From an optimization exercise on the open Yosys and OpenROAD flow, aimed at small area and a short achievable clock period; shortcuts taken in it are not production practice. RTL that was checked went through simulation tests only; none was proved equivalent to the original. No functional check of the RTL was part of run 2. Power and IR drop assume default switching activity.

**design/flow/design.v**
```verilog
`timescale 1ns/1ps
package ex_pkg;
    typedef enum logic [6:0] {
        OPC_OP_IMM = 7'b0010011,
        OPC_OP     = 7'b0110011,
        OPC_LUI    = 7'b0110111,
        OPC_AUIPC  = 7'b0010111,
        OPC_JAL    = 7'b1101111,
        OPC_JALR   = 7'b1100111,
        OPC_BRANCH = 7'b1100011
    } opcode_e;
endpackage
`timescale 1ns/1ps
`timescale 1ns/1ps
`timescale 1ns/1ps
`timescale 1ns/1ps
import ex_pkg::*;
module ex_stage (
    input  logic        clk,
    input  logic        arst_n_i,
    input  logic        inst_valid_i,
    input  logic [31:0] inst_pc_i,
    input  logic [6:0]  inst_opcode_i,
    input  logic [2:0]  inst_funct3_i,
    input  logic [6:0]  inst_funct7_i,
    input  logic [4:0]  inst_rd_i,
    input  logic [31:0] inst_imm_i,
    input  logic [31:0] inst_rs1_data_i,
    input  logic [31:0] inst_rs2_data_i,
    output logic        wb_valid_o,
    output logic [4:0]  wb_rd_o,
    output logic [31:0] wb_data_o,
    output logic        jump_valid_o,
    output logic [31:0] jump_target_o
);
    localparam int BS = 4;           
    localparam int NB = 32 / BS;     
    function automatic logic [BS:0] padd(input logic [BS-1:0] px, input logic [BS-1:0] gx,
                                         input logic cin);
        logic [BS-1:0] p, g, gn, pn;
        p = px;
        g = gx;
        g[0] = g[0] | (p[0] & cin);
        pn = p;
        for (int d = 1; d < BS; d = d * 2) begin
            gn = g;
            for (int i = d; i < BS; i++) begin
                gn[i] = g[i] | (pn[i] & g[i-d]);
            end
            for (int i = BS - 1; i >= d; i--) begin
                pn[i] = pn[i] & pn[i-d];
            end
            g = gn;
        end
        padd = {g[BS-1], p ^ {g[BS-2:0], cin}};
    endfunction
    function automatic logic [NB:0] carries(input logic [NB-1:0] gen, input logic [NB-1:0] prop);
        logic [NB-1:0] g, p, gn;
        g = gen;
        p = prop;
        for (int d = 1; d < NB; d = d * 2) begin
            gn = g;
            for (int i = d; i < NB; i++) begin
                gn[i] = g[i] | (p[i] & g[i-d]);
            end
            for (int i = NB - 1; i >= d; i--) begin
                p[i] = p[i] & p[i-d];
            end
            g = gn;
        end
        carries = {g, 1'b0};
    endfunction
    logic is_op, is_opimm, is_alu, is_lui, is_auipc, is_jal, is_jalr, is_branch;
    logic [2:0] f3;
    logic       alt;
    assign f3        = inst_funct3_i;
    assign alt       = inst_funct7_i[5];
    assign is_op     = inst_opcode_i == OPC_OP;
    assign is_opimm  = inst_opcode_i == OPC_OP_IMM;
    assign is_alu    = is_op | is_opimm;
    assign is_lui    = inst_opcode_i == OPC_LUI;
    assign is_auipc  = inst_opcode_i == OPC_AUIPC;
    assign is_jal    = inst_opcode_i == OPC_JAL;
    assign is_jalr   = inst_opcode_i == OPC_JALR;
    assign is_branch = inst_opcode_i == OPC_BRANCH;
    logic [31:0] rs1, rs2, imm, pc;
    assign rs1 = inst_rs1_data_i;
    assign rs2 = inst_rs2_data_i;
    assign imm = inst_imm_i;
    assign pc  = inst_pc_i;
    logic b6, b5, b2;
    assign b6 = inst_opcode_i[6];
    assign b5 = inst_opcode_i[5];
    assign b2 = inst_opcode_i[2];
    logic [31:0] opb;
    assign opb = b5 ? rs2 : imm;
    logic alu_slt, sub, use_adder;
    assign alu_slt   = is_alu & (f3[2:1] == 2'b01);
    assign sub       = ~b2 & (b6 | (~f3[2] & (f3[1] | (b5 & alt))));
    assign use_adder = b2 | b6 | (~f3[2] & (f3[1] | ~f3[0]));
    logic [31:0] add_a, add_b, add_b_raw;
    assign add_a = ~b2 ? rs1 : (pc & {32{b6 | ~b5}});
    always_comb begin
        for (int i = 0; i < 32; i++) begin
            if (!b2)
                add_b_raw[i] = opb[i];
            else if (b6)
                add_b_raw[i] = (i == 2);
            else
                add_b_raw[i] = (i >= 12) & imm[i];
        end
    end
    assign add_b = add_b_raw ^ {32{sub}};
    logic        shl, sh_fill;
    logic [31:0] sh_in, sh_out;
    logic [32:0] sh_wide;
    assign shl = ~f3[2];
    always_comb begin
        for (int i = 0; i < 32; i++) sh_in[i] = shl ? rs1[31-i] : rs1[i];
    end
    assign sh_fill = ~shl & alt & rs1[31];
    assign sh_wide = $signed({sh_fill, sh_in}) >>> {opb[4:2], 2'b00};
    assign sh_out  = sh_wide[31:0];
    logic [31:0] other;
    logic [31:0] bx, ba;
    assign bx = add_a ^ add_b;
    assign ba = add_a & add_b;
    always_comb begin
        case (f3)
            3'b100:  other = bx;
            3'b110:  other = bx | ba;
            3'b111:  other = ba;
            default: other = sh_out;
        endcase
    end
    logic [31:0]   wsum, tsum;
    logic [NB-1:0] wgen, tgen;
    logic [31:0]   tgt_a;
    assign tgt_a = (b2 & ~inst_opcode_i[3]) ? rs1 : pc;
    for (genvar b = 0; b < NB; b++) begin : g_blk
        logic [BS:0] ws, ts;
        assign ws = padd(bx[b*BS +: BS], ba[b*BS +: BS], (b == 0) ? sub : 1'b0);
        assign ts = padd(tgt_a[b*BS +: BS] ^ imm[b*BS +: BS], tgt_a[b*BS +: BS] & imm[b*BS +: BS], 1'b0);
        assign wsum[b*BS +: BS] = use_adder ? ws[BS-1:0] : other[b*BS +: BS];
        assign wgen[b]          = use_adder & ws[BS];
        assign tsum[b*BS +: BS] = ts[BS-1:0];
        assign tgen[b]          = ts[BS];
    end
    logic br_ok, s1_wb, s1_jmp, s1_breq, s1_brlt, s1_uns, s1_neg;
    assign br_ok   = is_branch & (f3[2] | ~f3[1]);
    assign s1_wb   = inst_valid_i & (is_alu | is_lui | is_auipc | is_jal | is_jalr);
    assign s1_jmp  = inst_valid_i & (is_jal | is_jalr);
    assign s1_breq = inst_valid_i & br_ok & ~f3[2];
    assign s1_brlt = inst_valid_i & br_ok & f3[2];
    assign s1_uns  = is_branch ? f3[1] : f3[0];
    assign s1_neg  = f3[0];
    logic          wb_q, jmp_q, breq_q, brlt_q;
    logic          uns_q, neg_q, slt_q, sl_q, sr_q, x31_q, a31_q, fill_q;
    logic [1:0]    fs_q;
    logic [4:0]    rd_q;
    logic [31:0]   wsum_q, tsum_q;
    logic [NB-1:0] wgen_q, tgen_q;
    always_ff @(posedge clk or negedge arst_n_i) begin
        if (!arst_n_i) begin
            wb_q   <= 1'b0;
            jmp_q  <= 1'b0;
            breq_q <= 1'b0;
            brlt_q <= 1'b0;
        end else begin
            wb_q   <= s1_wb;
            jmp_q  <= s1_jmp;
            breq_q <= s1_breq;
            brlt_q <= s1_brlt;
        end
    end
    always_ff @(posedge clk) begin
        uns_q  <= s1_uns;
        neg_q  <= s1_neg;
        slt_q  <= alu_slt;
        sl_q   <= is_alu & (f3 == 3'b001);
        sr_q   <= is_alu & (f3 == 3'b101);
        fill_q <= sh_fill;
        fs_q   <= opb[1:0];
        x31_q  <= rs1[31] ^ opb[31];
        a31_q  <= rs1[31];
        rd_q   <= inst_rd_i;
        wsum_q <= wsum;
        tsum_q <= tsum;
        wgen_q <= wgen;
        tgen_q <= tgen;
    end
    logic [NB:0]   wc, tc;
    logic [NB-1:0] wprop, tprop;
    logic [31:0]   wres, tres;
    for (genvar b = 0; b < NB; b++) begin : g_prop
        assign wprop[b] = &wsum_q[b*BS +: BS];
        assign tprop[b] = &tsum_q[b*BS +: BS];
    end
    assign wc = carries(wgen_q, wprop);
    assign tc = carries(tgen_q, tprop);
    for (genvar b = 0; b < NB; b++) begin : g_inc
        logic [BS-1:0] winc, tinc;
        assign winc = wsum_q[b*BS +: BS] + 1'b1;
        assign tinc = tsum_q[b*BS +: BS] + 1'b1;
        assign wres[b*BS +: BS] = wc[b] ? winc : wsum_q[b*BS +: BS];
        assign tres[b*BS +: BS] = tc[b] ? tinc : tsum_q[b*BS +: BS];
    end
    logic [34:0] fwide;
    logic [31:0] fsh, fsh_rev;
    assign fwide = {{3{fill_q}}, wsum_q} >> fs_q;
    assign fsh   = fwide[31:0];
    always_comb begin
        for (int i = 0; i < 32; i++) fsh_rev[i] = fsh[31-i];
    end
    logic eq;
    assign eq = (wsum_q[BS-1:0] == '0) & wgen_q[0] & (&(wprop[NB-1:1] & ~wgen_q[NB-1:1]));
    logic ltu, lts, lt, taken;
    assign ltu   = ~wc[NB];
    assign lts   = x31_q ? a31_q : ltu;
    assign lt    = uns_q ? ltu : lts;
    assign taken = lt ^ neg_q;
    always_ff @(posedge clk or negedge arst_n_i) begin
        if (!arst_n_i) begin
            wb_valid_o   <= 1'b0;
            jump_valid_o <= 1'b0;
        end else begin
            wb_valid_o   <= wb_q;
            jump_valid_o <= jmp_q | (breq_q & (eq ^ neg_q)) | (brlt_q & taken);
        end
    end
    always_ff @(posedge clk) begin
        wb_rd_o       <= rd_q;
        wb_data_o     <= slt_q ? {31'b0, lt} :
                         sl_q  ? fsh_rev :
                         sr_q  ? fsh :
                                 wres;
        jump_target_o <= tres;
    end
endmodule
```
**design/flow/flow/run.sh**
```bash
#!/bin/bash
# The standard layout, except that the port buffers are the smallest
# buffer (sky130_fd_sc_hd__buf_1) instead of the default choice; repair still
# resizes any of them that need it. ORFS keeps each step's full log under
# orfs/logs; make's own output goes to standard.log here.
set -euo pipefail
bash standard.sh "BUFFER_PORTS_ARGS=-buffer_cell sky130_fd_sc_hd__buf_1" finish > standard.log 2>&1
```
**design/flow/standard.sh**
```bash
#!/bin/bash
# synth_recipe.tcl (not shown) runs the flow's synth.tcl, then flattens the netlist and writes it again
# the make line also repeats each setting of config.mk as NAME=value (left out here)
make -C /OpenROAD-flow-scripts/flow DESIGN_CONFIG=/design/flow/config.mk WORK_HOME=/design/flow/orfs CLKGATE_MAP_FILE= SYNTH_SCRIPT=/design/flow/synth_recipe.tcl "${@:-finish}"
```
**design/flow/config.mk**
```make
export PLATFORM = sky130hd
export DESIGN_NAME = ex_stage
export DESIGN_NICKNAME = ex_stage
export VERILOG_FILES = /design/flow/design.v
export SDC_FILE = /design/flow/constraint.sdc
export NUM_CORES = 4
export LEC_CHECK = 0
export CAP_MARGIN = 20
export CORE_MARGIN = 2
export CORE_UTILIZATION = 40
export SETUP_SLACK_MARGIN = 2.3
export SLEW_MARGIN = 20
```
**design/flow/constraint.sdc**
```tcl
create_clock -name core_clock -period 5.0 [get_ports {clk}]
set_input_delay 1.0000 -clock core_clock [delete_from_list [all_inputs] [get_ports {clk}]]
set_output_delay 1.0000 -clock core_clock [all_outputs]
set_load 0.01 [all_outputs]
```
==> results of run 1 <==
[cells by family (layout without fill, tap and decap cells)]
family | after synthesis | count (layout) | share of synthesized area [%]
adders and majority gates | 125 | 125 | 13.0
other | 0 | 3 | 0
and+or+nand+nor | 341 | 344 | 11.6
xor gates and xnor gates | 100 | 100 | 6.77
buffers and inverters | 232 | 476 | 6.90
DFF | 169 | 169 | 26.4
AOI/OAI and AO/OA | 430 | 430 | 21.6
muxes | 150 | 151 | 13.7
[cells in the mapped netlist (all sizes together), types with 4 or more instances]
cell type	instances	share of area (%)
a211oi	18	1.0
a21o	35	2.0
a21oi	94	3.6
a221o	4	0.31
a221oi	9	0.61
a22o	7	0.47
a22oi	32	1.9
a31o	6	0.41
a31oi	14	0.68
a41o	4	0.32
a41oi	5	0.63
and2	7	0.34
and3	10	0.48
buf	29	1.0
clkbuf	62	1.8
dfrtp	6	1.2
dfxtp	163	25
fa	16	2.5
ha	109	11
inv	140	4.1
mux2	28	2.5
mux2i	103	8.0
mux4	19	3.3
nand2	169	4.9
nand2b	4	0.19
nand3	26	1.0
nand4	11	0.53
nor2	75	2.2
nor2b	16	0.77
nor3	9	0.35
o211ai	22	1.3
o21ai	121	4.7
o22ai	25	1.2
o31ai	4	0.23
xnor2	61	4.1
xor2	39	2.6
[worst max-delay path by stage]
stage,start,to,slack [ns],depth (start not counted)
floorplan,inst_funct3_i[1],wsum_q[19],2.01,13
global placement,inst_opcode_i[6],wsum_q[13],1.22,9
detailed placement,inst_opcode_i[6],wsum_q[13],1.20,9
CTS,inst_opcode_i[5],wgen_q[3],2.27,12
global route,inst_opcode_i[2],wgen_q[1],2.25,14
finish,inst_opcode_i[2],wgen_q[1],2.27,14
[power groups by stage]
| stage | logic, mW | clock network [mW] | registers, mW |
|---|---|---|---|
| 4_1_cts | 2.08 | 1.38 | 1.98 |
| 3_3_place_gp | 1.96 | 0 | 2.00 |
| 3_5_place_dp | 1.98 | 0 | 2.01 |
| 5_1_grt | 2.40 | 1.43 | 2.02 |
| 2_1_floorplan | 1.29 | 0 | 2.01 |
| 6_report | 2.19 | 1.35 | 1.98 |
[critical path, stage by stage]
cell and delay, ns:
buf_12 0.12, clkinvlp_4 0.11, buf_12 0.14, a21oi_4 0.17, buf_12 0.15, buf_16 0.14
nand2_1 0.07, o21ai_2 0.09, inv_2 0.06, buf_4 0.14, fa_2 0.39, nor2b_1 0.13
o21ai_1 0.07, a21oi_1 0.28
[registers in the layout, summed over array words and instances, names as in the netlist]
| register | count |
|---|---|
| tgen_q | 7 |
| breq_q | 1 |
| wb_data_o | 32 |
| brlt_q | 1 |
| fill_q | 1 |
| uns_q | 1 |
| wb_valid_o | 1 |
| wgen_q | 8 |
| wsum_q | 32 |
| jump_valid_o | 1 |
| wb_rd_o | 5 |
| jump_target_o | 32 |
| a31_q | 1 |
| rd_q | 5 |
| x31_q | 1 |
| sl_q | 1 |
| tsum_q | 32 |
| fs_q | 2 |
| neg_q | 1 |
| jmp_q | 1 |
| slt_q | 1 |
| sr_q | 1 |
| wb_q | 1 |
[stage by stage]
stage / area, µm² / total power [mW] / util (%)
after CTS: 15500 / 5.44 / 49.0
after global placement: 14400 / 3.96 / 45.4
final: 16200 / 5.52 / 50.9
after floorplan: 13400 / 3.30 / -
after global routing: 16100 / 5.85 / 50.9
after detailed placement: 14400 / 3.99 / 45.4
[cell type report]
type	count	area, µm²
Antenna cell	3	7.51
Clock buffer	17	425
Clock inverter	15	175
Fill cell	3039	15600
Inverter	141	536
Multi-Input combinational cell	1150	9340
Sequential cell	169	3410
Tap cell	402	503
Timing Repair Buffer	303	1750
[per-layer routing]
| metal | track usage (%) | up-vias |
|---|---|---|
| li1 | - | 5963 |
| met5 | 0 | - |
| met4 | 8.86 | 4 |
| met1 | 35.6 | 5942 |
| met3 | 5.37 | 82 |
| met2 | 44.3 | 504 |
[timing repair]
action	in CTS	in global routing
buffers inserted	27	27
gates cloned	4	5
setup endpoints to repair	70	47
pin swaps	25	54
resized for setup	80	94
==> key figures, run 1 <==
Status
  – Outcome: timing/DRC/antenna clean

STA
  – Fin. Hold Viols: 0
  – Setup TNS: 0 ns
  – Period minus WS final: 2.73 ns
  – Slew of the pin with the lowest slew margin: around 0.81 ns
  – PnR worst setup slack: roughly 2.3 ns
  – Hold slack: 0.325 ns
  – Setup Viol. Count Final: 0
  – RSZ-0062 raised after global routing: true
  – Headroom to the max-slew limit: approximately 46%
  – Final period utilization: 54.6%
  – Slew Limit Fails: 0
  – Skew final: around 0.019 ns
  – Max Clock Freq: roughly 370 MHz

Route
  – Via count: around 12000
  – Top sig layer: met5
  – Avg Vias per Cell: approximately 5.7
  – Met2 wire len: about 21000 µm
  – ANT nets after route: 0
  – Wire length per cell: between 20 and 25 µm
  – DRT Pass-1 Iters: 5
  – Met1 WL: between 20000 and 25000 µm
  – Final WL: around 46000 µm
  – Metal3 WL: about 3200 µm
  – Residual DRC count: 0
  – DRT iter0 DRCs: approximately 1100

GRT
  – Overflow after GRT: 0
  – First-pass GRT wire length: 69400 µm
  – Vias in the first global route: 12026
  – Initial antenna violation count: 5
  – Largest net degree at the start of global routing: 45
  – GRT Util Overall: 27.0%

Worst setup path
  – Crit. End Element: flop
  – Max Fanout on Critical Path: 8
  – Data arrival, critical path: between 3 and 4 ns
  – Worst reg2reg path startpoint: wsum_q[4]
  – Critical path required time: between 5 and 6 ns
  – Critical setup path kind: input pin to flop
  – Cell depth of the worst flop-to-flop path: 7
  – Reg-to-reg endpoint: jump_valid_o
  – Worst setup SP type: input pin
  – Reg2reg setup slack: 2.37 ns

Power and ir drop
  – Lkg Pwr: 7.04 nW
  – Peak supply drop: 0.000259 V
  – Clk pwr share: 24.4%
  – Switching pwr: around 2.2 mW
  – Pwr dens: roughly 340 mW/mm²
  – Combinational share of power: 39.7%
  – Sw Ratio: between 30% and 40%
  – Sequential share of power: between 30% and 40%
  – P_int: about 3.3 mW

Clock tree
  – Hold_buf cts: 0
  – CTS sink cnt: approximately 170
  – Clock Tree Root: clkbuf_16
  – H-tree depth: 4
  – CTS buffer count: 17
  – Worst-Skew Late Latency: around 0.47 ns
  – CTS tree: yes
  – CTS max path bufs: 2
  – Clk slew on worst S/H paths: 0.07 ns

Logic synthesis
  – EDFF count, synth: 0
  – Post-Syn Area per Cell: ~8.4 µm²
  – Mapped Nets: 1825
  – Count of different cell masters after synthesis: between 60 and 70
  – Asr flop ratio synth: 3.55%
  – Yosys warns: 1
  – Cells after Synth: ~1500
  – Yosys reg bits: between 150 and 200
  – Ys flop type: dfxtp_1
  – Seq/Total Area, Yosys: between 20% and 30%
  – Post-synthesis cell area: about 0.013 mm²

Place
  – Inst Count DP: approximately 2100
  – RD Place Congestion: about 0.95
  – Port-buffer cells: between 200 and 250
  – HPWL after DPL: 34300 µm
  – Pre-CTS WS: ~1.2 ns

Floorplan
  – Die height: approximately 180 µm
  – Core area: around 0.032 mm²
  – Initial Util: between 40% and 50%
  – Core Rows: 65
  – Die ar.: approximately 0.034 mm²
  – Die width: ~180 µm
  – # IOs: 224

Min path
  – WHS Endpoint: jump_target_o[0]
  – Worst min-delay path class: flop to flop
  – Hold path startpoint: tsum_q[0]
  – Hold Crit Depth: 0

Cells and area
  – Most frequent cells in the layout: buf_1 (210), nand2_1 (167), dfxtp_1 (163)
  – Final non-filler cell total: 2200
  – Most common cell after layout, fill and taps aside: buf_1
  – Layout cell share with drive strength beyond 1: roughly 18%
  – Synth-to-Final Area Change: 24.8%
  – Nets: approximately 2100

Job
  – Reported max-cap violation count: 0
==> inputs of run 2 (changes only) <==
--- a/design/flow/design.v
+++ b/design/flow/design.v
@@ -148,6 +148,6 @@
     end
-    logic br_ok, s1_wb, s1_jmp, s1_breq, s1_brlt, s1_uns, s1_neg;
+    logic br_ok, s1_wb, s1_jmp, s1_breq, s1_brlt, s1_uns, s1_neg, s1_cy, s1_brc;
     assign br_ok   = is_branch & (f3[2] | ~f3[1]);
     assign s1_wb   = inst_valid_i & (is_alu | is_lui | is_auipc | is_jal | is_jalr);
-    assign s1_jmp  = inst_valid_i & (is_jal | is_jalr);
+    assign s1_jmp  = inst_valid_i & (is_jal | is_jalr) | (s1_brlt & ~s1_cy & (rs1[31] ^ s1_neg));
     assign s1_breq = inst_valid_i & br_ok & ~f3[2];
@@ -156,4 +156,6 @@
     assign s1_neg  = f3[0];
-    logic          wb_q, jmp_q, breq_q, brlt_q;
-    logic          uns_q, neg_q, slt_q, sl_q, sr_q, x31_q, a31_q, fill_q;
+    assign s1_cy   = s1_uns | ~(rs1[31] ^ opb[31]);
+    assign s1_brc  = s1_brlt & s1_cy;
+    logic          wb_q, jmp_q, breq_q, brc_q;
+    logic          neg_q, slt_q, sl_q, sr_q, cy_q, a31_q, fill_q;
     logic [1:0]    fs_q;
@@ -167,3 +169,3 @@
             breq_q <= 1'b0;
-            brlt_q <= 1'b0;
+            brc_q  <= 1'b0;
         end else begin
@@ -172,3 +174,3 @@
             breq_q <= s1_breq;
-            brlt_q <= s1_brlt;
+            brc_q  <= s1_brc;
         end
@@ -176,3 +178,2 @@
     always_ff @(posedge clk) begin
-        uns_q  <= s1_uns;
         neg_q  <= s1_neg;
@@ -183,3 +184,3 @@
         fs_q   <= opb[1:0];
-        x31_q  <= rs1[31] ^ opb[31];
+        cy_q   <= s1_cy;
         a31_q  <= rs1[31];
@@ -216,7 +217,5 @@
     assign eq = (wsum_q[BS-1:0] == '0) & wgen_q[0] & (&(wprop[NB-1:1] & ~wgen_q[NB-1:1]));
-    logic ltu, lts, lt, taken;
+    logic ltu, lt;
     assign ltu   = ~wc[NB];
-    assign lts   = x31_q ? a31_q : ltu;
-    assign lt    = uns_q ? ltu : lts;
-    assign taken = lt ^ neg_q;
+    assign lt    = cy_q ? ltu : a31_q;
     always_ff @(posedge clk or negedge arst_n_i) begin
@@ -227,3 +226,3 @@
             wb_valid_o   <= wb_q;
-            jump_valid_o <= jmp_q | (breq_q & (eq ^ neg_q)) | (brlt_q & taken);
+            jump_valid_o <= jmp_q | (breq_q & (eq ^ neg_q)) | (brc_q & (ltu ^ neg_q));
         end
--- a/design/flow/config.mk
+++ b/design/flow/config.mk
@@ -9,3 +9,3 @@
 export CORE_MARGIN = 2
-export CORE_UTILIZATION = 40
+export CORE_UTILIZATION = 30
 export SETUP_SLACK_MARGIN = 2.3
==> key figures, run 2 <==
Power and ir drop
  – Sequential share of power: 35.5% (-0.4 points)
  – Clk pwr share: 24.2% (-0.2 points)
  – Combinational share of power: 40.3% (+0.6 points)
  – Switching pwr: 2.15 mW (-2.4%)
  – Peak supply drop: 0.000255 V (-1.4%)
  – P_int: 3.36 mW (+1.1%)
  – Lkg Pwr: 6.97 nW (-1.0%)
  – Sw Ratio: 39.0% (-0.85 points)
  – Pwr dens: 341 mW/mm² (-0.37%)

Floorplan
  – Initial Util: 30.6% (-10 points)
  – # IOs: 224 (unchanged)
  – Core area: 0.0421 mm² (+33%)
  – Core Rows: 75 (+15%)
  – Die width: 211 µm (+15%)
  – Die ar.: 0.0446 mm² (+32%)
  – Die height: 211 µm (+15%)

Logic synthesis
  – Post-Syn Area per Cell: 8.23 µm² (-1.6%)
  – Count of different cell masters after synthesis: 69 (+3.0%)
  – Mapped Nets: 1842 (+0.93%)
  – Ys flop type: dfxtp_1
  – Post-synthesis cell area: 0.0129 mm² (-0.48%)
  – Yosys reg bits: 168 (-0.59%)
  – EDFF count, synth: 0 (unchanged)
  – Yosys top cell area share: 25.2% (-0.033 points)
  – Seq/Total Area, Yosys: 26.3% (-0.027 points)
  – Asr flop ratio synth: 3.57% (+0.021 points)
  – Yosys warns: 1 (unchanged)
  – Synth top area cells: dfxtp_1 (25%), ha_1 (11%), mux2i_1 (6.1%)
  – Synth top cells by count: dfxtp_1 (162), nand2_1 (162), o21ai_0 (144)
  – Cells after Synth: 1564 (+1.1%)
  – Yosys top cell by area: dfxtp_1

Place
  – Inst Count DP: 2255 (+7.3%)
  – HPWL after DPL: 34800 µm (+1.5%)
  – Port-buffer cells: 217 (unchanged)
  – RD Place Congestion: 0.920 (-3.2%)
  – Post-Place Cell Area: 0.0145 mm² (+0.90%)

Worst setup path
  – Cell Chain, Critical Path: clkbuf_16, nor2b_4, a21oi_4, buf_12, clkbuf_16, a22oi_2, xnor2_4, ha_4, a21o_1, a21oi_2, xnor2_1, a21oi_2, o21ai_1
  – Max Fanout on Critical Path: 8 (unchanged)
  – Critical setup path kind: input pin to flop
  – Crit. End Element: flop
  – Reg-to-reg endpoint: wb_data_o[17]
  – Critical path required time: 5.36 ns (about the same)
  – CP max-delay cell: a22oi_2
  – Data arrival, critical path: 3.11 ns (+0.03 ns)
  – Cell depth of the worst flop-to-flop path: 7 (unchanged)
  – Worst reg2reg path startpoint: wsum_q[4]
  – Worst setup SP type: input pin
  – Reg2reg setup slack: 2.50 ns (+0.13 ns)
  – Worst path max stage delay: 0.26 ns (-0.13 ns)

Clock tree
  – CTS buffer count: 17 (unchanged)
  – H-tree depth: 4 (unchanged)
  – Clock Tree Root: clkbuf_16
  – Worst-Skew Late Latency: 0.47 ns (about the same)
  – Hold_buf cts: 0 (unchanged)
  – CTS max path bufs: 2 (unchanged)
  – CTS sink cnt: 168 (-0.59%)
  – CTS tree: yes
  – Clk slew on worst S/H paths: 0.08 ns (about the same)

Route
  – DRT Pass-1 Iters: 5 (unchanged)
  – Met2 wire len: 22200 µm (+5.8%)
  – Met1 WL: 20400 µm (-1.2%)
  – Top sig layer: met5
  – Via count: 12383 (-0.90%)
  – Metal3 WL: 3450 µm (+6.1%)
  – ANT nets after route: 0 (unchanged)
  – Final WL: 48200 µm (+4.2%)
  – Residual DRC count: 0 (unchanged)
  – DRT iter0 DRCs: 891 (-18%)
  – Avg Vias per Cell: 5.30 (-6.7%)
  – Wire length per cell: 20.6 µm (-2.0%)

Status
  – Outcome: timing/DRC/antenna clean

STA
  – Slew Limit Fails: 0 (unchanged)
  – Period minus WS final: 2.75 ns (+0.0186 ns)
  – Final period utilization: 55.0% (+0.37 points)
  – RSZ-0062 raised after global routing: true
  – Setup Viol. Count Final: 0 (unchanged)
  – Headroom to the max-slew limit: 36.7% (-8.8 points)
  – Setup TNS: 0 ns (unchanged)
  – Slew of the pin with the lowest slew margin: 0.949 ns (+0.137 ns)
  – Max Clock Freq: 364 MHz (-0.68%)
  – Skew final: 0.0165 ns (-0.00247 ns)
  – Fin. Hold Viols: 0 (unchanged)

Min path
  – WHS Endpoint: jump_target_o[1]
  – Worst min-delay path class: flop to flop
  – Hold path startpoint: tsum_q[1]
  – Hold Crit Depth: 0 (unchanged)

Cells and area
  – Most common cell after layout, fill and taps aside: buf_1
  – Most frequent cells in the layout: buf_1 (209), nand2_1 (162), dfxtp_1 (162)
  – Register Area: 0.00339 mm² (-0.59%)
  – Fillers: 4278 (+41%)
  – Synth-to-Final Area Change: 25.6%
  – Final non-filler cell total: 2337 (+6.2%)
  – Final instance area: 0.0162 mm² (about the same)
  – Nets: 2061 (+0.049%)
  – Layout cell share with drive strength beyond 1: 15.3% (-3.2 points)
  – Multi-input logic area: 0.00931 mm² (-0.31%)

GRT
  – GRT Util Overall: 20.6% (-6.5 points)
  – Initial antenna violation count: 5 (unchanged)
  – Overflow after GRT: 0 (unchanged)
  – Largest net degree at the start of global routing: 58 (+29%)
  – Vias in the first global route: 11848 (-1.5%)
  – First-pass GRT wire length: 69100 µm (-0.34%)

Job
  – Reported max-cap violation count: 0 (unchanged)
[run 2: cell types whose count changed after synthesis, sizes merged, moves of 9 or more]
cell | before | now
o211ai | 22 | 11
nor2 | 75 | 109
mux2i | 103 | 78
a22oi | 32 | 20
mux4 | 19 | 28
clkbuf | 62 | 52
a31oi | 14 | 4
inv | 140 | 130
o21ai | 121 | 146
a21oi | 94 | 117
nor2b | 16 | 27
[run 2: power by group through the flow]
stage	sequential [mW]	combinational, mW	clock, mW
after global routing	1.99	2.43	1.41
after detailed placement	1.98	2.02	0
final	1.95	2.22	1.33
after floorplan	1.99	1.32	0
after global placement	1.98	2.00	0
after CTS	1.95	2.11	1.37
[run 2: through the flow]
stage	worst slack [ns]	power [mW]	hold slack (ns)	utilization, %
4_1_cts	2.28	5.44	0.331	37.0
2_1_floorplan	2.08	3.31	0.310	-
5_1_grt	2.20	5.83	0.335	38.4
3_5_place_dp	1.12	4.00	0.313	34.5
6_report	2.25	5.51	0.330	38.4
3_3_place_gp	1.14	3.98	0.310	34.5
[run 2: worst max path at each step]
| stage | startpoint | to | slack (ns) |
|---|---|---|---|
| final | inst_opcode_i[5] | wsum_q[15] | 2.25 |
| after global routing | inst_opcode_i[2] | wsum_q[27] | 2.20 |
| after CTS | inst_opcode_i[2] | wsum_q[19] | 2.28 |
| after detailed placement | inst_opcode_i[2] | wsum_q[19] | 1.12 |
| after global placement | inst_opcode_i[5] | wsum_q[25] | 1.14 |
| after floorplan | inst_opcode_i[5] | wsum_q[4] | 2.08 |
[run 2: layout make-up]
class | instances | area share, %
tap | 539 | 4.17
timing repair buffer | 283 | 10.6
clock inverter | 14 | 0.843
clock buffer | 18 | 2.72
sequential | 168 | 21.0
inverter | 130 | 3.06
antenna | 2 | 0.0310
multi-input combinational | 1183 | 57.6
[run 2: cells by family after synthesis]
family | Yosys count | synth area share [%]
DFF | 168 | 26.3
xor gates and xnor gates | 108 | 7.34
and+or+nand+nor | 385 | 13.1
AOI/OAI and AO/OA | 428 | 20.5
adders and majority gates | 125 | 12.7
buffers and inverters | 217 | 6.63
muxes | 133 | 13.3
[run 2: routing by layer]
| metal | track usage [%] | up-vias |
|---|---|---|
| li1 | - | 5912 |
| met1 | 26.1 | 5859 |
| met2 | 33.5 | 503 |
| met3 | 4.34 | 103 |
| met4 | 9.03 | 6 |
| met5 | 0 | - |
[run 2: worst max-delay path: cells and delay by family]
kind	cells	cell delay, ns
adder cells (fa/ha/maj)	1	0.24
AND/OR/NAND/NOR	1	0.22
buffers and inverters	3	0.46
XOR/XNOR	2	0.26
AO/OA/AOI/OAI	6	0.90
[run 2: timing repair]
action | in CTS | in global routing
setup endpoints to repair | 58 | 37
endpoints found under the hold margin | 0 | 0
pin swaps | 7 | 24
cloned | 6 | 7
resized for setup | 48 | 59
setup buffers | 14 | 21
==> inputs of run 3 (changes only) <==
--- a/design/flow/design.v
+++ b/design/flow/design.v
@@ -121,3 +121,3 @@
     assign sh_fill = ~shl & alt & rs1[31];
-    assign sh_wide = $signed({sh_fill, sh_in}) >>> {opb[4:2], 2'b00};
+    assign sh_wide = $signed({sh_fill, sh_in}) >>> {opb[4:3], 3'b000};
     assign sh_out  = sh_wide[31:0];
@@ -160,3 +160,3 @@
     logic          neg_q, slt_q, sl_q, sr_q, cy_q, a31_q, fill_q;
-    logic [1:0]    fs_q;
+    logic [2:0]    fs_q;
     logic [4:0]    rd_q;
@@ -183,3 +183,3 @@
         fill_q <= sh_fill;
-        fs_q   <= opb[1:0];
+        fs_q   <= opb[2:0];
         cy_q   <= s1_cy;
@@ -208,5 +208,5 @@
     end
-    logic [34:0] fwide;
+    logic [38:0] fwide;
     logic [31:0] fsh, fsh_rev;
-    assign fwide = {{3{fill_q}}, wsum_q} >> fs_q;
+    assign fwide = {{7{fill_q}}, wsum_q} >> fs_q;
     assign fsh   = fwide[31:0];
==> key figures, run 3 <==
Floorplan
  – Initial Util: 30.3% (-0.29 points)
  – Core Rows: 76 (+1.3%)
  – Die height: 212 µm (+0.40%)
  – Die width: 212 µm (+0.40%)
  – # IOs: 224 (unchanged)
  – Die ar.: 0.0450 mm² (+0.79%)
  – Core area: 0.0429 mm² (+1.8%)

Worst setup path
  – Crit. End Element: flop
  – Max Fanout on Critical Path: 7 (-1)
  – CP max-delay cell: a221o_1
  – Critical setup path kind: input pin to flop
  – Crit path top cell by count: buf_12
  – Critical path required time: 5.39 ns (+0.03 ns)
  – Worst setup SP type: input pin
  – Worst path max stage delay: 0.33 ns (+0.07 ns)
  – Cell Chain, Critical Path: buf_12, a21o_1, a21o_1, nor2b_4, buf_12, buf_12, xor2_4, inv_1, ha_2, inv_2, mux2_4, nand2_1, o21ai_1, a221o_1, o21ai_1
  – Data arrival, critical path: 3.23 ns (+0.12 ns)

Logic synthesis
  – Most common cell in the synthesized netlist: nand2_1
  – Count of different cell masters after synthesis: 69 (unchanged)
  – Ys flop type: dfxtp_1
  – Yosys top cell by area: dfxtp_1
  – Post-Syn Area per Cell: 8.56 µm² (+3.9%)
  – Yosys warns: 1 (unchanged)
  – Seq/Total Area, Yosys: 26.3% (-0.057 points)
  – Asr flop ratio synth: 3.55% (-0.021 points)
  – Mapped Nets: 1795 (-2.6%)
  – EDFF count, synth: 0 (unchanged)
  – Synth top area cells: dfxtp_1 (25%), ha_1 (11%), mux4_2 (7.5%)
  – Yosys reg bits: 169 (+0.60%)
  – Post-synthesis cell area: 0.0130 mm² (+0.81%)
  – Synth top cells by count: nand2_1 (169), dfxtp_1 (163), o21ai_0 (143)
  – Cells after Synth: 1517 (-3.0%)
  – Yosys top cell area share: 25.1% (-0.047 points)

Cells and area
  – Fillers: 4378 (+2.3%)
  – Register Area: 0.00342 mm² (+0.70%)
  – Most common cell after layout, fill and taps aside: buf_1
  – Layout cell share with drive strength beyond 1: 17.5% (+2.2 points)
  – Layout Utilization: 38.2% (-0.20 points)
  – Most frequent cells in the layout: buf_1 (211), nand2_1 (167), dfxtp_1 (160)
  – Nets: 2015 (-2.2%)
  – Multi-input logic area: 0.00954 mm² (+2.5%)
  – Synth-to-Final Area Change: 26.1%

STA
  – Slew Limit Fails: 0 (unchanged)
  – Fin. Hold Viols: 0 (unchanged)
  – Final period utilization: 56.8% (+1.8 points)
  – Setup TNS: 0 ns (unchanged)
  – Slew of the pin with the lowest slew margin: 0.990 ns (+0.0405 ns)
  – Period minus WS final: 2.84 ns (+0.0917 ns)
  – Skew final: 0.0246 ns (+0.00803 ns)
  – Max Clock Freq: 352 MHz (-3.2%)
  – RSZ-0062 raised after global routing: true
  – Setup Viol. Count Final: 0 (unchanged)
  – Headroom to the max-slew limit: 34.0% (-2.7 points)
  – Hold slack: 0.329 ns (-0.00126 ns)

Power and ir drop
  – Lkg Pwr: 6.94 nW (-0.40%)
  – Total chip power: 5.65 mW (+2.6%)
  – Pwr dens: 345 mW/mm² (+1.3%)
  – Peak supply drop: 0.000214 V (-16%)

Place
  – HPWL after DPL: 35700 µm (+2.3%)
  – Port-buffer cells: 217 (unchanged)
  – RD Place Congestion: 0.945 (+2.7%)

GRT
  – GRT Util Overall: 20.7% (+0.10 points)
  – First-pass GRT wire length: 70200 µm (+1.6%)
  – Vias in the first global route: 11928 (+0.68%)
  – Largest net degree at the start of global routing: 68 (+17%)
  – Overflow after GRT: 0 (unchanged)
  – Initial antenna violation count: 3 (-2)

Route
  – Via count: 12260 (-0.99%)
  – Avg Vias per Cell: 5.24 (-1.0%)
  – ANT nets after route: 0 (unchanged)
  – DRT Pass-1 Iters: 6 (+1)
  – Residual DRC count: 0 (unchanged)
  – DRT iter0 DRCs: 1095 (+23%)
  – Wire length per cell: 19.8 µm (-4.3%)
  – Final WL: 46200 µm (-4.2%)

Job
  – Reported max-cap violation count: 0 (unchanged)

Clock tree
  – CTS max path bufs: 2 (unchanged)
  – H-tree depth: 4 (unchanged)
  – CTS buffer count: 17 (unchanged)
  – Clock Tree Root: clkbuf_16
  – Hold_buf cts: 0 (unchanged)
  – CTS tree: yes
  – Worst-Skew Late Latency: 0.48 ns (about the same)
  – Clk slew on worst S/H paths: 0.08 ns (about the same)
  – CTS sink cnt: 169 (+0.60%)

Status
  – Outcome: timing/DRC/antenna clean

Min path
  – Worst min-delay path class: flop to flop
[run 3: kinds of logic (layout without fill, tap and decap cells)]
| kind of cell | count (synthesis) | in the layout | share of synthesized area, % |
|---|---|---|---|
| AO/OA/AOI/OAI | 417 | 417 | 20.5 |
| XOR/XNOR | 111 | 111 | 7.49 |
| other | 0 | 3 | 0 |
| flip-flops | 169 | 169 | 26.3 |
| AND/OR/NAND/NOR | 340 | 341 | 11.6 |
| multiplexers | 139 | 139 | 15.1 |
| adder cells (fa/ha/maj) | 125 | 125 | 12.6 |
| buffers and inverters | 216 | 448 | 6.53 |
[run 3: critical path, delay by kind of cell]
family,cells,cell delay [ns]
adders and majority gates,1,0.17
and+or+nand+nor,2,0.20
muxes,1,0.24
AOI/OAI and AO/OA,5,0.89
buffers and inverters,5,0.54
xor gates and xnor gates,1,0.19
[run 3: cell type report]
class / count / share of cell area (%)
inverter: 128 / 2.98
multi-input combinational: 1133 / 58.3
sequential: 169 / 20.9
antenna: 3 / 0.0458
clock inverter: 14 / 0.970
timing repair buffer: 288 / 9.77
tap: 585 / 4.47
clock buffer: 18 / 2.62
[run 3: metrics by stage]
stage	cell area (µm²)	std cells	worst slack [ns]
after floorplan	13300	1517	2.02
after global placement	14600	2254	0.916
after detailed placement	14600	2254	0.878
after CTS	15800	2312	2.19
after global routing	16400	2337	2.05
final	16400	2338	2.16
[run 3: path summary, 6_finish.rpt]
kind	startpoint	endpoint	slack, ns	depth (start not counted)
worst min-delay path	rd_q[1]	wb_rd_o[1]	0.33	0
max in group asynchronous	arst_n_i	jump_valid_o	4.32	1
worst max register to register	wsum_q[12]	wb_data_o[21]	2.43	8
worst min register to register	rd_q[1]	wb_rd_o[1]	0.33	0
min in group asynchronous	arst_n_i	breq_q	0.41	1
worst max-delay path	inst_opcode_i[5]	wsum_q[19]	2.16	15
[run 3: power breakdown]
part	total (mW)	internal [mW]	switching (mW)
Clock	1.36	0.708	0.654
Combinational	2.27	1.01	1.26
Sequential	2.01	1.70	0.312
[run 3: repair_timing]
item / in CTS / in global routing
endpoints found under the setup margin: 81 / 47
hold endpoints to repair: 0 / 0
gates cloned: 3 / 0
pin swaps: 12 / 43
resized for setup: 80 / 88
buffers inserted: 23 / 23
[run 3: metal layers]
| metal | up-vias | GRT usage [%] | share of wire [%] |
|---|---|---|---|
| met1 | 5881 | 27.8 | 44 |
| li1 | 5794 | - | - |
| met2 | 515 | 31.8 | 44 |
| met5 | - | 0 | 0 |
| met4 | 0 | 7.82 | 3.2 |
| met3 | 70 | 5.02 | 8.1 |
==> inputs of run 4 (changes only) <==
--- a/design/flow/design.v
+++ b/design/flow/design.v
@@ -35,3 +35,3 @@
 );
-    localparam int BS = 4;           
+    localparam int BS = 2;           
     localparam int NB = 32 / BS;     
--- a/design/flow/config.mk
+++ b/design/flow/config.mk
@@ -10,3 +10,4 @@
 export CORE_UTILIZATION = 30
-export SETUP_SLACK_MARGIN = 2.3
+export SETUP_SLACK_MARGIN = 2.4
 export SLEW_MARGIN = 20
+export TNS_END_PERCENT = 20
==> key figures, run 4 <==
STA
  – Skew final: 0.0145 ns (-0.0101 ns)
  – Period minus WS final: 2.77 ns (-0.0683 ns)
  – Slew of the pin with the lowest slew margin: 0.861 ns (-0.129 ns)
  – Setup Viol. Count Final: 0 (unchanged)
  – RSZ-0062 raised after global routing: true
  – Max Clock Freq: 361 MHz (+2.5%)
  – Setup TNS: 0 ns (unchanged)
  – Headroom to the max-slew limit: 42.5% (+8.5 points)
  – Final period utilization: 55.4% (-1.4 points)
  – Slew Limit Fails: 0 (unchanged)
  – Fin. Hold Viols: 0 (unchanged)

Job
  – Reported max-cap violation count: 0 (unchanged)

Clock tree
  – CTS sink cnt: 185 (+9.5%)
  – Clock Tree Root: clkbuf_16
  – CTS buffer count: 17 (unchanged)
  – CTS max path bufs: 2 (unchanged)
  – Clk slew on worst S/H paths: 0.07 ns (about the same)
  – CTS tree: yes
  – H-tree depth: 4 (unchanged)
  – Worst-Skew Late Latency: 0.49 ns (about the same)

Power and ir drop
  – Peak supply drop: 0.000284 V (+33%)
  – Lkg Pwr: 7.14 nW (+2.9%)
  – Total chip power: 5.59 mW (-0.97%)
  – Pwr dens: 333 mW/mm² (-3.5%)

Worst setup path
  – Cell Chain, Critical Path: ha_1, a21oi_2, o21ai_0, a21o_2, a211oi_1, mux2i_1, o32ai_1
  – Critical setup path kind: flop to flop
  – Data arrival, critical path: 3.11 ns (-0.12 ns)
  – CP max-delay cell: a211oi_1
  – Buf+Inv Stages, Crit Path: 0 (-5)
  – Delay-heaviest family, CP: compound AO/OA/AOI/OAI gates
  – Max Fanout on Critical Path: 7 (unchanged)
  – Worst path max stage delay: 0.57 ns (+0.24 ns)
  – Worst setup SP type: flop
  – Crit. End Element: flop
  – Critical path required time: 5.33 ns (-0.06 ns)

GRT
  – Initial antenna violation count: 0 (-3)
  – Largest net degree at the start of global routing: 59 (-13%)
  – Overflow after GRT: 0 (unchanged)
  – GRT Util Overall: 21.2% (+0.50 points)
  – Vias in the first global route: 12073 (+1.2%)
  – First-pass GRT wire length: 73500 µm (+4.6%)

Route
  – Final WL: 49600 µm (+7.3%)
  – DRT iter0 DRCs: 1059 (-3.3%)
  – Avg Vias per Cell: 5.22 (-0.48%)
  – Residual DRC count: 0 (unchanged)
  – Via count: 12326 (+0.54%)
  – ANT nets after route: 0 (unchanged)
  – DRT Pass-1 Iters: 5 (-1)
  – Wire length per cell: 21.0 µm (+6.3%)

Logic synthesis
  – Post-Syn Area per Cell: 8.74 µm² (+2.1%)
  – Yosys reg bits: 185 (+9.5%)
  – Synth top area cells: dfxtp_1 (27%), ha_1 (10%), mux4_2 (8.4%)
  – Synth top cells by count: inv_1 (196), dfxtp_1 (179), nand2_1 (164)
  – Yosys warns: 1 (unchanged)
  – Cells after Synth: 1525 (+0.53%)
  – Mapped Nets: 1818 (+1.3%)
  – Yosys top cell by area: dfxtp_1
  – Post-synthesis cell area: 0.0133 mm² (+2.7%)
  – EDFF count, synth: 0 (unchanged)
  – Asr flop ratio synth: 3.24% (-0.31 points)
  – Seq/Total Area, Yosys: 28.0% (+1.7 points)
  – Yosys top cell area share: 26.9% (+1.8 points)
  – Most common cell in the synthesized netlist: inv_1
  – Count of different cell masters after synthesis: 69 (unchanged)
  – Ys flop type: dfxtp_1

Cells and area
  – Most frequent cells in the layout: buf_1 (211), inv_1 (178), dfxtp_1 (169)
  – Most common cell after layout, fill and taps aside: buf_1
  – Synth-to-Final Area Change: 26.0% (about the same)
  – Final non-filler cell total: 2362 (+1.0%)
  – Nets: 2050 (+1.7%)
  – Layout cell share with drive strength beyond 1: 20.3% (+2.8 points)
  – Diode count: 0 (-3)
  – Layout Utilization: 38.1% (about the same)

Floorplan
  – Die width: 215 µm (+1.3%)
  – Core area: 0.0440 mm² (+2.7%)
  – Core Rows: 77 (+1.3%)
  – Initial Util: 30.3% (about the same)
  – # IOs: 224 (unchanged)
  – Die height: 215 µm (+1.3%)
  – Die ar.: 0.0461 mm² (+2.6%)

Min path
  – Worst min-delay path class: flop to flop

Place
  – Inst Count DP: 2276 (+0.98%)
  – HPWL after DPL: 37900 µm (+6.3%)
  – RD Place Congestion: 0.930 (-1.5%)
  – Port-buffer cells: 217 (unchanged)

Status
  – Outcome: timing/DRC/antenna clean
## run 4: changes by cell type after synthesis, moves of 10 or more
cell	delta
mux2i_1	-23
xnor2_1	-26
dfxtp_1	+16
a211oi_1	+11
xor2_1	-19
o211ai_1	+11
fa_1	+22
inv_1	+69
o21ai_0	-12
mux2_2	+10
a21o_1	-22
## run 4: timing repair
item,4_1_cts,5_1_grt
cloned,3,3
setup buffers,20,28
resized for setup,72,119
endpoints found under the setup margin,102,51
pin swaps,29,31
hold buffers,0,0
## run 4: cell families (layout without fill, tap and decap cells)
logic type | count (synthesis) | count (layout) | share of synthesized area (%)
DFF | 185 | 185 | 28.0
xor gates and xnor gates | 66 | 66 | 4.34
adders and majority gates | 140 | 140 | 14.9
buffers and inverters | 279 | 524 | 8.11
muxes | 133 | 133 | 15.0
and+or+nand+nor | 327 | 327 | 10.8
AOI/OAI and AO/OA | 395 | 395 | 18.9
## run 4: final timing paths
check / cells past startpoint / end / slack, ns / start
max: 7 / wb_data_o[29] / 2.23 / wsum_q[14]
max in group asynchronous: 1 / wb_q / 4.34 / arst_n_i
min in group asynchronous: 1 / brc_q / 0.39 / arst_n_i
min: 0 / wb_rd_o[0] / 0.33 / rd_q[0]
min reg2reg: 0 / wb_rd_o[0] / 0.33 / rd_q[0]
max reg2reg: 7 / wb_data_o[29] / 2.23 / wsum_q[14]
## run 4: layer usage
layer / share of wire, % / global-route usage, %
met5: 0 / 0
met2: 44 / 32.7
met3: 7.8 / 4.23
met1: 44 / 28.8
met4: 3.7 / 8.70
## run 4: cell type report
| class | count | area [µm²] |
|---|---|---|
| Tap cell | 592 | 741 |
| Inverter | 196 | 739 |
| Clock inverter | 12 | 103 |
| Sequential cell | 185 | 3750 |
| Fill cell | 4541 | 27200 |
| Timing Repair Buffer | 296 | 1750 |
| Multi-Input combinational cell | 1061 | 9260 |
| Clock buffer | 20 | 457 |
## run 4: per-stage QoR
step	setup slack, ns	hold slack, ns	area (µm²)
2_1_floorplan	2.13	0.310	13800
3_3_place_gp	1.06	0.310	15100
3_5_place_dp	0.989	0.314	15100
4_1_cts	2.22	0.331	16200
5_1_grt	2.19	0.335	16800
6_report	2.23	0.329	16800
## run 4: report_power, final
part	leakage (nW)	total [mW]	switching, mW	internal [mW]
logic	5.27	2.17	1.22	0.948
registers	1.59	2.09	0.274	1.81
clock network	0.280	1.34	0.662	0.677
## run 4: worst register-to-register path, stage by stage (launching register included)
cell	delay (ns)
dfxtp_1	0.39
ha_1	0.29
a21oi_2	0.37
o21ai_0	0.16
a21o_2	0.24
a211oi_1	0.57
mux2i_1	0.43
o32ai_1	0.18
==> inputs of run 5 (changes only) <==
--- a/design/flow/config.mk
+++ b/design/flow/config.mk
@@ -9,5 +9,4 @@
 export CORE_MARGIN = 2
-export CORE_UTILIZATION = 30
-export SETUP_SLACK_MARGIN = 2.4
+export CORE_UTILIZATION = 25
+export SETUP_SLACK_MARGIN = 2.3
 export SLEW_MARGIN = 20
-export TNS_END_PERCENT = 20
==> key figures, run 5 <==
STA
  – Slew Limit Fails: 0 (unchanged)
  – Final period utilization: 54.2% (-1.2 points)
  – Period minus WS final: 2.71 ns (-0.0606 ns)
  – Setup TNS: 0 ns (unchanged)
  – Slew of the pin with the lowest slew margin: 0.864 ns (+0.00277 ns)
  – PnR worst setup slack: 2.29 ns (+0.0606 ns)
  – Hold slack: 0.330 ns (+0.00102 ns)
  – Max Clock Freq: 369 MHz (+2.2%)
  – Fin. Hold Viols: 0 (unchanged)
  – RSZ-0062 raised after global routing: true
  – Setup Viol. Count Final: 0 (unchanged)
  – Headroom to the max-slew limit: 42.3% (-0.18 points)
  – Skew final: 0.0235 ns (+0.00900 ns)

Logic synthesis
  – Cells after Synth: 1525 (unchanged)
  – Count of different cell masters after synthesis: 69 (unchanged)
  – Yosys top cell area share: 26.9% (unchanged)
  – Mux cell area share after synthesis: 15.0% (unchanged)
  – Mapped Nets: 1818 (unchanged)
  – Adder-cell share of the synthesized area: 14.9% (unchanged)
  – Synth top cells by count: inv_1 (196), dfxtp_1 (179), nand2_1 (164)
  – Asr flop ratio synth: 3.24% (unchanged)
  – EDFF count, synth: 0 (unchanged)
  – Yosys warns: 1 (unchanged)
  – Most common cell in the synthesized netlist: inv_1
  – Synth Area in Compound Gates: 18.9% (unchanged)
  – Seq/Total Area, Yosys: 28.0% (unchanged)
  – Post-synthesis cell area: 0.0133 mm² (unchanged)
  – Simple-gate area share of the yosys netlist: 10.8% (unchanged)
  – Largest family of logic cells by synthesized area: compound AO/OA/AOI/OAI gates
  – Synth top area cells: dfxtp_1 (27%), ha_1 (10%), mux4_2 (8.4%)
  – Ys flop type: dfxtp_1
  – Post-Syn Area per Cell: 8.74 µm² (unchanged)
  – Yosys top cell by area: dfxtp_1
  – XOR/XNOR share of the synthesized area: 4.34% (unchanged)
  – Yosys reg bits: 185 (unchanged)

Clock tree
  – CTS buffer count: 17 (unchanged)
  – H-tree depth: 4 (unchanged)
  – CTS tree: yes
  – Worst-Skew Late Latency: 0.50 ns (about the same)
  – CTS max path bufs: 2 (unchanged)
  – Clk slew on worst S/H paths: 0.07 ns (about the same)
  – Clock Tree Root: clkbuf_16
  – CTS sink cnt: 185 (unchanged)

Job
  – Reported max-cap violation count: 0 (unchanged)

Cells and area
  – Fillers: 5540 (+22%)
  – Register Area: 0.00374 mm² (-0.37%)
  – Most frequent cells in the layout: buf_1 (209), inv_1 (185), dfxtp_1 (178)
  – Most common cell after layout, fill and taps aside: buf_1
  – Layout Utilization: 31.2% (-6.9 points)
  – Layout cell share with drive strength beyond 1: 15.1% (-5.2 points)
  – Nets: 2018 (-1.6%)
  – Synth-to-Final Area Change: 23.3%
  – Multi-input logic area: 0.00908 mm² (-1.9%)
  – Diode count: 0 (unchanged)

Route
  – ANT nets after route: 0 (unchanged)
  – DRT iter0 DRCs: 1113 (+5.1%)
  – Wire length per cell: 20.8 µm (-0.88%)
  – Via count: 12255 (-0.58%)
  – DRT Pass-1 Iters: 5 (unchanged)
  – Residual DRC count: 0 (unchanged)
  – Avg Vias per Cell: 5.05 (-3.2%)
  – Final WL: 50500 µm (+1.8%)

Place
  – Port-buffer cells: 217 (unchanged)
  – RD Place Congestion: 0.948 (+1.9%)
  – Pre-CTS WS: 1.09 ns (+0.102 ns)
  – HPWL after DPL: 40100 µm (+5.9%)

Power and ir drop
  – Switching pwr: 2.23 mW (+3.3%)
  – Combinational share of power: 37.4% (-1.3 points)
  – Lkg Pwr: 6.94 nW (-2.8%)
  – Sw Ratio: 39.6% (+1.1 points)
  – Total chip power: 5.63 mW (+0.58%)
  – Sequential share of power: 36.9% (-0.4 points)
  – Peak supply drop: 0.000246 V (-13%)
  – Pwr dens: 342 mW/mm² (+2.8%)
  – P_int: 3.40 mW (-1.1%)
  – Clk pwr share: 25.7% (+1.7 points)

Status
  – Outcome: timing/DRC/antenna clean

GRT
  – First-pass GRT wire length: 74500 µm (+1.3%)
  – Initial antenna violation count: 3 (+3)
  – Vias in the first global route: 11776 (-2.5%)
  – GRT Util Overall: 17.9% (-3.3 points)
  – Largest net degree at the start of global routing: 67 (+14%)
  – Overflow after GRT: 0 (unchanged)

Floorplan
  – Die ar.: 0.0552 mm² (+20%)
  – Die height: 235 µm (+9.4%)
  – Initial Util: 25.3% (-5.0 points)
  – Core area: 0.0527 mm² (+20%)
  – Core Rows: 84 (+9.1%)
  – Die width: 235 µm (+9.4%)
  – # IOs: 224 (unchanged)

Worst setup path
  – Crit. End Element: flop
  – Worst setup SP type: input pin
  – Critical setup path kind: input pin to flop
  – Cell depth of the worst flop-to-flop path: 7 (unchanged)
  – Max Fanout on Critical Path: 33 (+26)
  – Critical path required time: 5.36 ns (+0.03 ns)
  – Data arrival, critical path: 3.07 ns (-0.04 ns)

Min path
  – Worst min-delay path class: flop to flop
  – Hold Crit Depth: 0 (unchanged)
-- run 5: cell counts after synthesis --
Identical to the previous run, type by type.
-- run 5: repair_timing --
action                                  CTS  global route
endpoints found under the setup margin   67            30
cloned                                    0             3
pin swaps                                 4             2
gates resized for setup                  33            36
buffers inserted                         13             8
hold buffers                              0             0
-- run 5: final cells by class --
cell class | instances | share of cell area (%)
multi-input combinational | 1061 | 55.3
sequential | 185 | 22.8
timing repair buffer | 264 | 8.41
tap | 688 | 5.24
inverter | 196 | 4.50
clock buffer | 17 | 2.59
clock inverter | 15 | 1.26
-- run 5: path summary, 6_finish.rpt --
check,startpoint,end,slack (ns)
setup / recovery,inst_funct3_i[2],wsum_q[11],2.29
hold / removal,tsum_q[1],jump_target_o[1],0.33
setup reg to reg,wsum_q[11],jump_valid_o,2.37
hold reg to reg,tsum_q[1],jump_target_o[1],0.33
max in group asynchronous,arst_n_i,brc_q,4.38
min in group asynchronous,arst_n_i,wb_valid_o,0.37
-- run 5: critical path: stages --
cell and delay, ns:
clkbuf_2 0.28, buf_12 0.26, nand3_1 0.17, inv_1 0.25
nor2_1 0.18, a211oi_1 0.25, a21oi_1 0.12, a221o_1 0.37
o21ai_0 0.16
-- run 5: per-layer routing --
metal	part of all wire, %	vias up	track usage [%]
li1	-	5685	-
met1	45	5915	25.0
met2	45	602	27.9
met3	7.4	51	3.41
met4	2.2	2	5.12
met5	0.022	-	0
-- run 5: through the flow --
stage / cell area [µm²] / instances
after global routing: 16400 / 2426
after CTS: 16100 / 2415
final: 16400 / 2426
after floorplan: 13800 / 1525
after global placement: 15200 / 2370
after detailed placement: 15200 / 2370
-- run 5: power groups by stage --
stage / logic (mW) / registers [mW] / clock network [mW]
floorplan: 1.25 / 2.10 / 0
global placement: 1.98 / 2.10 / 0
detailed placement: 2.01 / 2.11 / 0
CTS: 2.05 / 2.07 / 1.49
global route: 2.30 / 2.12 / 1.55
finish: 2.10 / 2.08 / 1.44
-- run 5: cell families (layout without fill, tap and decap cells) --
| group | count (synthesis) | after routing |
|---|---|---|
| xor+xnor | 66 | 66 |
| fa+ha+maj | 140 | 140 |
| buf+inv | 279 | 492 |
| compound gates | 395 | 395 |
| flops | 185 | 185 |
| mux | 133 | 133 |
| simple gates | 327 | 327 |
==> inputs of run 6 (changes only) <==
--- a/design/flow/config.mk
+++ b/design/flow/config.mk
@@ -9,3 +9,3 @@
 export CORE_MARGIN = 2
-export CORE_UTILIZATION = 25
+export CORE_UTILIZATION = 20
 export SETUP_SLACK_MARGIN = 2.3
==> key figures, run 6 <==
Power and ir drop
  – Pwr dens: 338 mW/mm² (-1.2%)
  – Total chip power: 5.66 mW (+0.68%)
  – Peak supply drop: 0.000279 V (+14%)
  – Lkg Pwr: 6.95 nW (+0.17%)

Logic synthesis
  – Ys flop type: dfxtp_1
  – Yosys top cell area share: 26.9% (unchanged)
  – Yosys warns: 1 (unchanged)
  – Post-Syn Area per Cell: 8.74 µm² (unchanged)
  – Yosys top cell by area: dfxtp_1
  – Seq/Total Area, Yosys: 28.0% (unchanged)
  – Synth top area cells: dfxtp_1 (27%), ha_1 (10%), mux4_2 (8.4%)
  – Mapped Nets: 1818 (unchanged)
  – EDFF count, synth: 0 (unchanged)
  – Post-synthesis cell area: 0.0133 mm² (unchanged)
  – Most common cell in the synthesized netlist: inv_1
  – Count of different cell masters after synthesis: 69 (unchanged)
  – Cells after Synth: 1525 (unchanged)
  – Yosys reg bits: 185 (unchanged)
  – Synth top cells by count: inv_1 (196), dfxtp_1 (179), nand2_1 (164)
  – Asr flop ratio synth: 3.24% (unchanged)

Floorplan
  – # IOs: 224 (unchanged)
  – Core Rows: 94 (+12%)
  – Core area: 0.0659 mm² (+25%)
  – Die height: 262 µm (+12%)
  – Die ar.: 0.0687 mm² (+25%)
  – Initial Util: 20.2% (-5.1 points)
  – Die width: 262 µm (+12%)

GRT
  – Overflow after GRT: 0 (unchanged)
  – Largest net degree at the start of global routing: 42 (-37%)
  – Vias in the first global route: 11450 (-2.8%)
  – First-pass GRT wire length: 73800 µm (-0.94%)
  – GRT Util Overall: 14.7% (-3.1 points)
  – Initial antenna violation count: 17 (+14)

Route
  – Wire length per cell: 19.6 µm (-5.6%)
  – Residual DRC count: 0 (unchanged)
  – Via count: 12093 (-1.3%)
  – ANT nets after route: 0 (unchanged)
  – Final WL: 51200 µm (+1.4%)
  – DRT Pass-1 Iters: 5 (unchanged)
  – DRT iter0 DRCs: 1115 (+0.18%)
  – Avg Vias per Cell: 4.64 (-8.1%)

STA
  – Max Clock Freq: 367 MHz (-0.57%)
  – Setup Viol. Count Final: 0 (unchanged)
  – Slew Limit Fails: 0 (unchanged)
  – Fin. Hold Viols: 0 (unchanged)
  – Headroom to the max-slew limit: 47.0% (+4.7 points)
  – Slew of the pin with the lowest slew margin: 0.794 ns (-0.0699 ns)
  – RSZ-0062 raised after global routing: true
  – Hold slack: 0.329 ns (-0.000231 ns)
  – Final period utilization: 54.5% (+0.31 points)
  – Setup TNS: 0 ns (unchanged)
  – Period minus WS final: 2.73 ns (+0.0154 ns)
  – Skew final: 0.0153 ns (-0.00813 ns)

Cells and area
  – Most frequent cells in the layout: buf_1 (210), inv_1 (186), dfxtp_1 (168)
  – Layout Utilization: 25.4% (-5.8 points)
  – Layout cell share with drive strength beyond 1: 16.3% (+1.2 points)
  – Most common cell after layout, fill and taps aside: buf_1
  – Final non-filler cell total: 2606 (+7.4%)
  – Nets: 2017 (-0.050%)
  – Synth-to-Final Area Change: 25.7%

Worst setup path
  – Worst setup SP type: input pin
  – Data arrival, critical path: 3.10 ns (+0.03 ns)
  – Critical path required time: 5.37 ns (about the same)
  – Critical setup path kind: input pin to flop
  – Crit. End Element: flop
  – Max Fanout on Critical Path: 8 (-76%)

Clock tree
  – Clk slew on worst S/H paths: 0.09 ns (+0.02 ns)
  – H-tree depth: 4 (unchanged)
  – Hold_buf cts: 0 (unchanged)
  – CTS buffer count: 17 (unchanged)
  – CTS tree: yes
  – CTS sink cnt: 185 (unchanged)
  – Clock Tree Root: clkbuf_16
  – CTS max path bufs: 2 (unchanged)
  – Worst-Skew Late Latency: 0.50 ns (about the same)

Place
  – Inst Count DP: 2549 (+7.6%)
  – RD Place Congestion: 0.943 (-0.60%)
  – HPWL after DPL: 40600 µm (+1.2%)
  – Port-buffer cells: 217 (unchanged)

Job
  – Reported max-cap violation count: 0 (unchanged)

Min path
  – Worst min-delay path class: flop to flop

Status
  – Outcome: timing/DRC/antenna clean
==> run 6: cell count changes in the layout (fill, tap and decap cells not counted), sizes merged <==
cell	before	now
buf	258	256
clkbuf	23	24
clkinv	5	6
clkinvlp	1	2
diode	0	5
inv	205	203
==> run 6: layer usage <==
layer | wire (µm) | part of all wire [%] | track usage [%] | vias to the layer above
met5 | 80 | 0.16 | 0 | -
li1 | - | - | - | 5694
met3 | 4900 | 9.6 | 4.99 | 104
met4 | 1900 | 3.7 | 6.21 | 12
met1 | 22500 | 44 | 19.9 | 5694
met2 | 21800 | 43 | 21.3 | 589
==> run 6: critical path, stage by stage <==
cell	delay [ns]
buf_8	0.14
buf_12	0.17
buf_4	0.16
nor3_4	0.20
a21o_1	0.17
mux2_2	0.38
nor2_4	0.14
o21ai_4	0.13
buf_6	0.19
a221o_1	0.40
==> run 6: kinds of logic after synthesis <==
| logic type | after synthesis | synth area share, % |
|---|---|---|
| mux | 133 | 15.0 |
| compound gates | 395 | 18.9 |
| fa+ha+maj | 140 | 14.9 |
| buf+inv | 279 | 8.11 |
| xor+xnor | 66 | 4.34 |
| flops | 185 | 28.0 |
| simple gates | 327 | 10.8 |
==> run 6: path summary, 6_finish.rpt <==
check	cells after the start	endpoint	from	slack, ns
setup / recovery	10	wsum_q[12]	inst_opcode_i[5]	2.27
hold / removal	0	wb_rd_o[0]	rd_q[0]	0.33
setup reg to reg	7	wb_data_o[31]	wsum_q[10]	2.34
hold reg to reg	0	wb_rd_o[0]	rd_q[0]	0.33
max in group asynchronous	1	wb_q	arst_n_i	4.31
min in group asynchronous	1	wb_valid_o	arst_n_i	0.40
==> run 6: what timing repair did <==
item | CTS | global route
cloned | 1 | 3
pin swaps | 0 | 6
endpoints found under the setup margin | 75 | 36
buffers inserted | 6 | 10
resized for setup | 40 | 57
==> run 6: metrics by stage <==
stage	worst slack [ns]	cell area [µm²]
after global routing	2.24	16700
after detailed placement	1.38	15500
after floorplan	2.13	13800
after global placement	1.40	15500
final	2.27	16700
after CTS	2.26	16300
==> run 6: area by class of cell <==
cell class                 count  area (µm²)
timing repair buffer         263        1390
clock inverter                15         188
clock buffer                  17         425
inverter                     196         736
sequential                   185        3750
tap                          864        1080
antenna                        5        12.5
multi-input combinational   1061        9170
fill                        7155       49100
==> run 6: report_power, final <==
part | internal, mW | switching [mW] | leakage, nW
clock network | 0.682 | 0.757 | 0.292
registers | 1.81 | 0.267 | 1.59
logic | 0.906 | 1.24 | 5.07
total | 3.40 | 2.26 | 6.95
==> inputs of run 7 (changes only) <==
--- a/design/flow/config.mk
+++ b/design/flow/config.mk
@@ -9,3 +9,3 @@
 export CORE_MARGIN = 2
-export CORE_UTILIZATION = 20
+export CORE_UTILIZATION = 30
 export SETUP_SLACK_MARGIN = 2.3
==> key figures, run 7 <==
Status
  – Outcome: timing/DRC/antenna clean

Power and ir drop
  – Switching pwr: 2.11 mW (-6.9%)
  – Clk pwr share: 24.7% (-0.7 points)
  – Combinational share of power: 38.0% (about the same)

STA
  – Period minus WS final: 2.69 ns (-0.0409 ns)
  – Slew of the pin with the lowest slew margin: 0.871 ns (+0.0767 ns)
  – Setup Viol. Count Final: 0 (unchanged)
  – Hold slack: 0.330 ns (+0.000413 ns)
  – Final period utilization: 53.7% (-0.82 points)
  – Slew Limit Fails: 0 (unchanged)
  – Fin. Hold Viols: 0 (unchanged)
  – Headroom to the max-slew limit: 41.9% (-5.1 points)
  – Setup TNS: 0 ns (unchanged)

Worst setup path
  – Worst reg2reg path startpoint: wsum_q[10]
  – Worst setup SP type: input pin
  – Critical setup path kind: input pin to flop

Floorplan
  – Initial Util: 30.3% (+10 points)
  – Die ar.: 0.0461 mm² (-33%)
  – Core area: 0.0440 mm² (-33%)
  – Core Rows: 77 (-18%)
  – Die height: 215 µm (-18%)

Route
  – Avg Vias per Cell: 5.24 (+13%)
  – Residual DRC count: 0 (unchanged)
  – DRT Pass-1 Iters: 5 (unchanged)
  – Final WL: 48900 µm (-4.5%)
  – Via count: 12289 (+1.6%)

GRT
  – Overflow after GRT: 0 (unchanged)
  – GRT Util Overall: 21.1% (+6.4 points)
  – Vias in the first global route: 12067 (+5.4%)
  – Largest net degree at the start of global routing: 40 (-4.8%)
  – First-pass GRT wire length: 73000 µm (-0.96%)

Logic synthesis
  – Post-synthesis cell area: 0.0133 mm² (unchanged)
  – Asr flop ratio synth: 3.24% (unchanged)
  – Synth top area cells: dfxtp_1 (27%), ha_1 (10%), mux4_2 (8.4%)
  – Count of different cell masters after synthesis: 69 (unchanged)
  – Ys flop type: dfxtp_1
  – Yosys top cell by area: dfxtp_1
  – Cells after Synth: 1525 (unchanged)
  – Yosys top cell area share: 26.9% (unchanged)
  – Yosys reg bits: 185 (unchanged)
  – Synth top cells by count: inv_1 (196), dfxtp_1 (179), nand2_1 (164)
  – Yosys warns: 1 (unchanged)

Place
  – RD Place Congestion: 0.916 (-2.8%)
  – HPWL after DPL: 37600 µm (-7.4%)

Clock tree
  – CTS sink cnt: 185 (unchanged)
  – CTS buffer count: 17 (unchanged)
  – H-tree depth: 4 (unchanged)

Cells and area
  – Synth-to-Final Area Change: 23.5%

Min path
  – Hold path startpoint: rd_q[0]
run 7: worst paths after layout:
path	end	slack, ns	cells after the start
setup reg to reg	jump_valid_o	2.40	7
min in group asynchronous	brc_q	0.39	1
hold reg to reg	wb_rd_o[0]	0.33	0
setup / recovery	wsum_q[29]	2.31	11
max in group asynchronous	wb_q	4.36	1
hold / removal	wb_rd_o[0]	0.33	0
run 7: logic make-up (layout without fill, tap and decap cells):
logic type	count (synthesis)	count (layout)	share of synthesized area, %
AOI/OAI and AO/OA	395	395	18.9
DFF	185	185	28.0
adders and majority gates	140	140	14.9
muxes	133	133	15.0
xor gates and xnor gates	66	66	4.34
buffers and inverters	279	505	8.11
other	0	1	0
and+or+nand+nor	327	327	10.8
run 7: critical path, cell delays in order:
cell	delay, ns
buf_8	0.14
nor2b_4	0.19
buf_12	0.17
a21oi_4	0.06
buf_12	0.16
a22oi_2	0.27
xnor2_4	0.16
ha_2	0.20
inv_2	0.04
fa_1	0.44
a21oi_1	0.22
run 7: repair_timing:
| item | CTS | global route |
|---|---|---|
| cloned | 4 | 2 |
| buffers inserted | 13 | 19 |
| pin swaps | 6 | 17 |
| hold buffers | 0 | 0 |
| resized for setup | 53 | 58 |
| endpoints found under the setup margin | 55 | 35 |
run 7: layout make-up:
cell class	count	area, µm²
Fill cell	4537	27600
Multi-Input combinational cell	1061	9090
Sequential cell	185	3750
Timing Repair Buffer	277	1550
Tap cell	592	741
Inverter	196	739
Clock buffer	20	457
Clock inverter	12	133
Antenna cell	1	2.50
run 7: power groups by stage:
stage | Sequential, mW | Clock, mW | Combinational (mW)
2_1_floorplan | 2.10 | 0 | 1.25
3_3_place_gp | 2.09 | 0 | 1.96
3_5_place_dp | 2.10 | 0 | 1.98
4_1_cts | 2.07 | 1.43 | 2.05
5_1_grt | 2.11 | 1.48 | 2.31
6_report | 2.07 | 1.37 | 2.11
run 7: routing by layer:
| layer | wire length, µm | global-route usage [%] |
|---|---|---|
| met1 | 21200 | 28.4 |
| met2 | 21600 | 31.8 |
| met3 | 4280 | 5.19 |
| met4 | 1820 | 9.79 |
| met5 | 0 | 0 |
run 7: through the flow:
stage	cells	worst slack [ns]	power (mW)	cell area (µm²)	utilization, %
2_1_floorplan	1525	2.13	3.34	13800	-
6_report	2344	2.31	5.56	16500	37.4
4_1_cts	2322	2.30	5.55	16100	36.6
3_5_place_dp	2273	1.14	4.08	15100	34.3
5_1_grt	2343	2.29	5.90	16500	37.4
3_3_place_gp	2273	1.19	4.05	15100	34.3

Check on run 7: ideal ports give 2.314 ns setup slack; a clkbuf_16 on the clock port and buf_2 on the inputs give 2.322 ns; moving port delays by the midpoint clock arrival (0.538 ns) as well gives 1.784 ns.
